Context: an optimization exercise on an open-source flow, tuned for a short achievable clock period and few clock cycles. The choices shown serve that exercise and are no tape-out recipe.
The RTL was checked by simulation tests, not by an equivalence proof against the original design.

==> flow/design.v, too long to show whole: its modules and the start of the top module <==
// module ks_add32: 26 lines
// module int_alu: 30 lines
// module mul_lo32_pipe: 1529 lines
// module reservation_station: 141 lines
// module register_status: 36 lines
// module tomasulo_core: 287 lines
module tomasulo_core
#(
    parameter int DATA_WIDTH = 32
) (
    input  logic       clk,
    input  logic       reset,
    input  logic       instr_valid,
    input  logic [16:0]  instr,
    input  logic [1:0] unit,
    output logic       instr_ready,
    output logic [113:0] cdb
);
  // ...
==> flow/flow/run.sh <==
#!/bin/bash
# Own flow: the standard layout (standard synthesis included), with timing
# repair aiming below the constraint's period: repair_timing works until every
# path has this much setup slack at the design's 10 ns clock (or gives up).
# The SDC, clock and everything else are the standard flow's own.
set -euo pipefail
MARGIN=${MARGIN:-6.3}
bash standard.sh SETUP_SLACK_MARGIN=$MARGIN finish > flow_standard.log 2>&1
==> flow/standard.sh <==
#!/bin/bash
# synth_recipe.tcl (not shown) runs the flow's synth.tcl, then flattens the netlist and writes it again
# the make line also repeats each setting of config.mk as NAME=value (left out here)
make -C /OpenROAD-flow-scripts/flow DESIGN_CONFIG=/design/flow/config.mk WORK_HOME=/design/flow/orfs CLKGATE_MAP_FILE= SYNTH_SCRIPT=/design/flow/synth_recipe.tcl "${@:-finish}"
==> flow/config.mk <==
export PLATFORM = sky130hd
export DESIGN_NAME = tomasulo_core
export DESIGN_NICKNAME = tomasulo_core
export VERILOG_FILES = /design/flow/design.v
export SDC_FILE = /design/flow/constraint.sdc
export NUM_CORES = 4
export LEC_CHECK = 0
export ABC_AREA = 1
export ABC_CLOCK_PERIOD_IN_PS = 3000
export CAP_MARGIN = 30
export CORE_MARGIN = 2
export CORE_UTILIZATION = 30
export PLACE_DENSITY = 0.45
export SETUP_SLACK_MARGIN = 5
export SLEW_MARGIN = 30
==> flow/constraint.sdc <==
create_clock -name core_clock -period 10.0 [get_ports {clk}]
set_input_delay 2.0000 -clock core_clock [delete_from_list [all_inputs] [get_ports {clk}]]
set_output_delay 2.0000 -clock core_clock [all_outputs]
set_load 0.01 [all_outputs]
==> Flow_metrics.wiki, run 1 <==
{| class="wikitable"
! Metric !! Value
|-
| Number of endpoints with negative hold slack in the final report || 0
|-
| Compound-gate portion of the synthesized area || 22.3%
|-
| Via count of the first global-routing pass || 126000
|-
| Core area || 0.413 mm²
|-
| Worst Hold Launch || i_mul.r1_bneg_0_$_DFF_P_
|-
| Global router's overall resource usage || 39.0%
|-
| DRT iter0 DRCs || 22100
|-
| Clock buffer count || 293
|-
| Endpoint of the lowest-slack register-to-register path || i_mul.r1_s81$_DFF_P_
|-
| Clock latency (worst-skew pair) || 1060 ps
|-
| Status || complete, no violations
|-
| Non-clock buffer total of the final layout || 916
|-
| Combinational family with the most area after synthesis || simple AND/OR/NAND/NOR gates
|-
| Total setup violations reported at the end of the flow || 0
|-
| Worst setup path category || reg2reg
|-
| Most utilized layer in the global route result || met2
|-
| Met1 usage in global routing || 51.5%
|-
| Clock-pin slew reported for the worst setup and hold paths after clock tree synthesis || 60 ps
|-
| Met1 wire length || 345 mm
|-
| Final count of pins violating max slew || 0
|-
| CTS tree || yes
|-
| Die width || 647 µm
|-
| Unrepaired setup endpoints after global routing || true
|-
| Number of diodes added for antenna fixing || 51
|-
| Worst Setup End Kind || flip-flop
|-
| Tap cells || 5474
|}
Testbench counts, summed over its fixed seeds: cycles 4,850.
==> run 2: changes to the inputs <==
==> flow/run.sh (new file) <==
#!/bin/bash
# synth_recipe.tcl (not shown) runs the flow's synth.tcl, then flattens the netlist and writes it again
# the make line also repeats each setting of config.mk as NAME=value (left out here)
make -C /OpenROAD-flow-scripts/flow DESIGN_CONFIG=/design/flow/config.mk WORK_HOME=/design/flow/orfs CLKGATE_MAP_FILE= SYNTH_SCRIPT=/design/flow/synth_recipe.tcl finish
removed: flow/flow/run.sh
removed: flow/standard.sh
==> run 2 against run 1 <==
Compared with the run above: clock-buffer cell count did not move; largest cell class unchanged; highest routed layer unchanged; die area stayed put; design area fell by 6.4%; critical path type unchanged; core utilization fell by 2.3 points; global-route usage down 0.75 points.
==> Flow_metrics.wiki, run 2 <==
{| class="wikitable"
! Metric !! Value
|-
| Status || complete, no violations
|-
| Yosys warning total || 12
|-
| Layout overhead on the synthesized area || 12.5%
|-
| Library cell occupying the most area in the post-synthesis netlist || dfxtp_1
|-
| Number of standard cells after synthesis || 18300
|-
| Num CTS Buffers || 224
|-
| Total overflow reported by the global router || 0
|-
| Most utilized layer in the global route result || met2
|-
| Clock-pin slew reported for the worst setup and hold paths after clock tree synthesis || 60 ps (about the same)
|-
| Setup TNS after final layout || 0 ps
|-
| Maximum frequency from static timing analysis || 0.201 GHz
|-
| Detailed-route DRC error count || 0
|-
| DR vias/cell || 5.91
|-
| Half-perimeter wire length of the detailed placement result || 630 mm
|-
| Post-synth top area share || 20.7%
|-
| Footprint of the flip-flops and latches || 0.0410 mm²
|-
| GR met2 Demand/Resource || 53.1%
|-
| Number of iterations in the first detailed-routing pass || 10
|-
| Filler cell count in the final layout || 44800
|-
| Post-placement cell area || 0.131 mm²
|-
| Leading registers by flop count || i_regfile.regs (256), i_window.f (190), cdb_d (96)
|-
| DRT iter0 DRCs || 22300 (+0.91%)
|-
| Asr flop ratio synth || 1.56%
|-
| Endpoint arrival time on the critical path || 5760 ps
|-
| Max-cap viol count || 0
|-
| Final count of pins violating max slew || 0 (unchanged)
|-
| Gp weighted congestion || 1.07
|-
| Row count || 236
|-
| Total of buffers placed on input and output ports || 130
|-
| Worst Hold Launch || ex_unit[1]$_DFF_P_
|-
| Commonest non-fill, non-tap cell in the layout || nand2_1
|-
| Worst Skew || 129 ps
|-
| Worst setup path category || reg2reg
|-
| Required @ worst endpoint || 10770 ps
|-
| Share of layout cells above drive strength 1 || 6.73%
|-
| Highest-count cells in the layout ignoring fill and taps || nand2_1, inv_1, o21ai_0, dfxtp_1, nor2_1
|-
| Max FFs per register || 256
|-
| Worst Tran Pin Value || 1210 ps
|-
| DRT Wirelength || 835 mm
|-
| Path depth of the worst reg2reg path || 24
|-
| Unrepaired setup endpoints after global routing || true
|-
| CTS Root Buffer Type || clkbuf_16
|-
| Share of the cycle needed by the critical path after routing || 49.8%
|-
| Number of library cell types mapped by synthesis || 78
|-
| Via count of the first global-routing pass || 124000 (-1.9%)
|-
| Number of endpoints with negative hold slack in the final report || 0 (unchanged)
|-
| Final Cell Area || 0.140 mm²
|-
| Clock period minus final worst setup slack || 4980 ps
|-
| Reg-to-Reg Start || ex_fbn[3]$_DFF_P_
|-
| Global router's overall resource usage || 38.3% (-0.75 points)
|-
| Initial Utilization || 30.1%
|-
| Worst Setup End Kind || flip-flop
|-
| Clock latency (worst-skew pair) || 1050 ps (about the same)
|-
| Kind of path behind the tightest hold check || reg2reg
|-
| Core area || 0.413 mm² (unchanged)
|-
| CTS Sinks || 1797
|-
| Die Height || 647 µm
|-
| Met3 track demand over resource || 12.5%
|-
| Die Outline Area || 0.419 mm²
|-
| Die width || 647 µm (unchanged)
|-
| Total setup violations reported at the end of the flow || 0 (unchanged)
|-
| Top post-synthesis cells by area || dfxtp_1, nand2_1, edfxtp_1
|-
| # H-tree levels || 4
|-
| Most frequently used flop master after synthesis || dfxtp_1
|-
| Number of top-level design ports || 137
|-
| Initial antenna violation count || 99
|-
| Number of nets at the end of the flow || 18500
|-
| CTS tree || yes
|-
| Most numerous cell in the Yosys netlist || nand2_1
|-
| Final non-filler cell total || 23600
|-
| Final antenna-violating net count || 0
|-
| Pin count of the biggest net entering global routing || 152
|-
| Hold-fix buffers at CTS || 0
|-
| Global-route wire length before repair || 1110 mm
|-
| Number of enable-type register cells in the synthesized netlist || 484
|-
| Nature of the critical path startpoint || flip-flop
|-
| Met1 usage in global routing || 51.5% (about the same)
|-
| Endpoint of the lowest-slack register-to-register path || r1_rest[0]$_DFF_P_
|-
| Maximum clock path buffer count || 4
|-
| Number of synthesized register bits || 1797
|-
| Overall via count from detail_route || 139000
|-
| Worst-path maximum fanout || 35
|-
| Worst hold stages || 0
|-
| Routed length per placed instance || 35.4 µm
|-
| Post-synthesis instance area || 0.124 mm²
|-
| Register bank with the most flops || i_regfile.regs
|-
| Worst Hold Path EP || r1_unit[1]$_DFF_P_
|-
| Post-synthesis sequential area ratio || 33.0%
|-
| Average size of a mapped cell || 6.80 µm²
|-
| Area occupied by multi-input gates || 0.0709 mm²
|-
| Tightest slew margin relative to the limit || 18.6%
|-
| Total placed cells including tap cells || 23100
|-
| R2R Setup Slk || 5020 ps
|-
| Leading cell types by count after synthesis || nand2_1, inv_1, o21ai_0
|}
==> run 2: cell counts after synthesis <==
No cell type changed its count.
==> run 2: layout make-up <==
type | instances | area share (%)
clock inverters | 124 | 1.15
repair buffers | 567 | 3.39
well taps | 5474 | 4.91
inverters | 2115 | 5.74
multi-input cells | 13100 | 50.8
repair inverters | 1 | 0.00359
diodes | 42 | 0.0753
clock buffers | 293 | 4.57
flip-flops and latches | 1797 | 29.4
==> run 2: kinds of logic after synthesis <==
group	after synthesis	synth area share (%)
AND/OR/NAND/NOR	7292	23.8
AO/OA/AOI/OAI	4814	22.3
buffers and inverters	3313	10.5
flip-flops	1797	33.0
adder cells (fa/ha/maj)	596	7.23
XOR/XNOR	421	2.98
multiplexers	15	0.121
other	2	0.00605
==> run 2: through the flow <==
| stage | utilization [%] | setup WS, ps | hold WS (ps) |
|---|---|---|---|
| 2_1_floorplan | - | 6450 | 310 |
| 3_3_place_gp | 31.7 | 4600 | 312 |
| 3_5_place_dp | 31.8 | 4680 | 314 |
| 4_1_cts | 33.7 | 5000 | 329 |
| 5_1_grt | 33.8 | 4830 | 334 |
| 6_report | 33.8 | 5020 | 328 |
==> run 2: per-layer routing <==
layer | up-vias | part of all wire [%]
met2 | 10100 | 39
met1 | 67000 | 41
li1 | 60000 | -
met4 | 54 | 7.0
met3 | 2005 | 13
met5 | - | 0.039
==> run 2: worst max-delay path, stage by stage (launching register included) <==
cell      delay, ps
dfxtp_1         300
buf_4           240
inv_1           700
nand2_1          90
o21ai_0         130
nor2_1           90
nand3_2          90
buf_4           410
clkinv_2        610
ha_1            440
inv_1            50
nor2_1           30
nor2_1           90
nor2_1           50
nor2_1          110
nor2_1           50
o21ai_0         160
nand2_1         100
nand2_1          70
nand2_1         140
nand2_1         110
nand2_1          90
nand4_1         120
a21boi_0        140
nand3b_1        310
==> run 2: timing repair <==
| action | CTS | global route |
|---|---|---|
| resized for setup | 12 | 40 |
| setup endpoints to repair | 53 | 61 |
| pin swaps | 0 | 1 |
| setup buffers | 1 | 14 |
| gates cloned | 0 | 1 |
==> run 2: worst max-delay path by stage <==
stage / startpoint / slack (ps) / cells past startpoint / end
global placement: ex_fb[9]$_DFF_P_ / 4600 / 16 / i_mul.r1_s111$_DFF_P_
detailed placement: ex_fa[7]$_DFF_P_ / 4680 / 16 / r1_sumn[25]$_DFF_P_
floorplan: instr_valid / 6450 / 9 / i_window.ready$_DFF_P_
CTS: ex_fb[11]$_DFF_P_ / 5000 / 21 / r1_sum[62]$_DFF_P_
global route: ex_fbn[3]$_DFF_P_ / 4830 / 24 / r1_rest[0]$_DFF_P_
finish: ex_fbn[3]$_DFF_P_ / 5020 / 24 / r1_rest[0]$_DFF_P_

port drivers added, routing unchanged:
The results above use ideal ports. As a check the final layouts listed here were re-extracted and re-timed, cells and wires unchanged. Step 1 (the two cells are an assumption about what drives the block):
set clk [get_ports {clk}]
set_driving_cell -lib_cell sky130_fd_sc_hd__clkbuf_16 $clk
set_driving_cell -lib_cell sky130_fd_sc_hd__buf_2 [delete_from_list [all_inputs] $clk]
Step 2 adds t to the input delays and takes it off the output delays; t is the mean of the earliest and latest rising clock arrival at the registers after step 1. Input paths then give back, and output paths get back, about the clock's delay inside the block. Three values: ideal ports, drivers, drivers and shift; two values: the first two.
| run | t, ns | slack for setup (ns) | worst setup path at the end |
|---|---|---|---|
| run 1 | 1.127 | 6.178 / 6.178 / 5.579 | input to register |
| run 2 | 1.121 | 5.015 / 5.015 / 5.015 | register to register |
After both steps setup and hold are still met in every run listed. The setup slack of run 1, which loses most, moves by 0.000 ns with the drivers and by -0.599 ns with both steps.
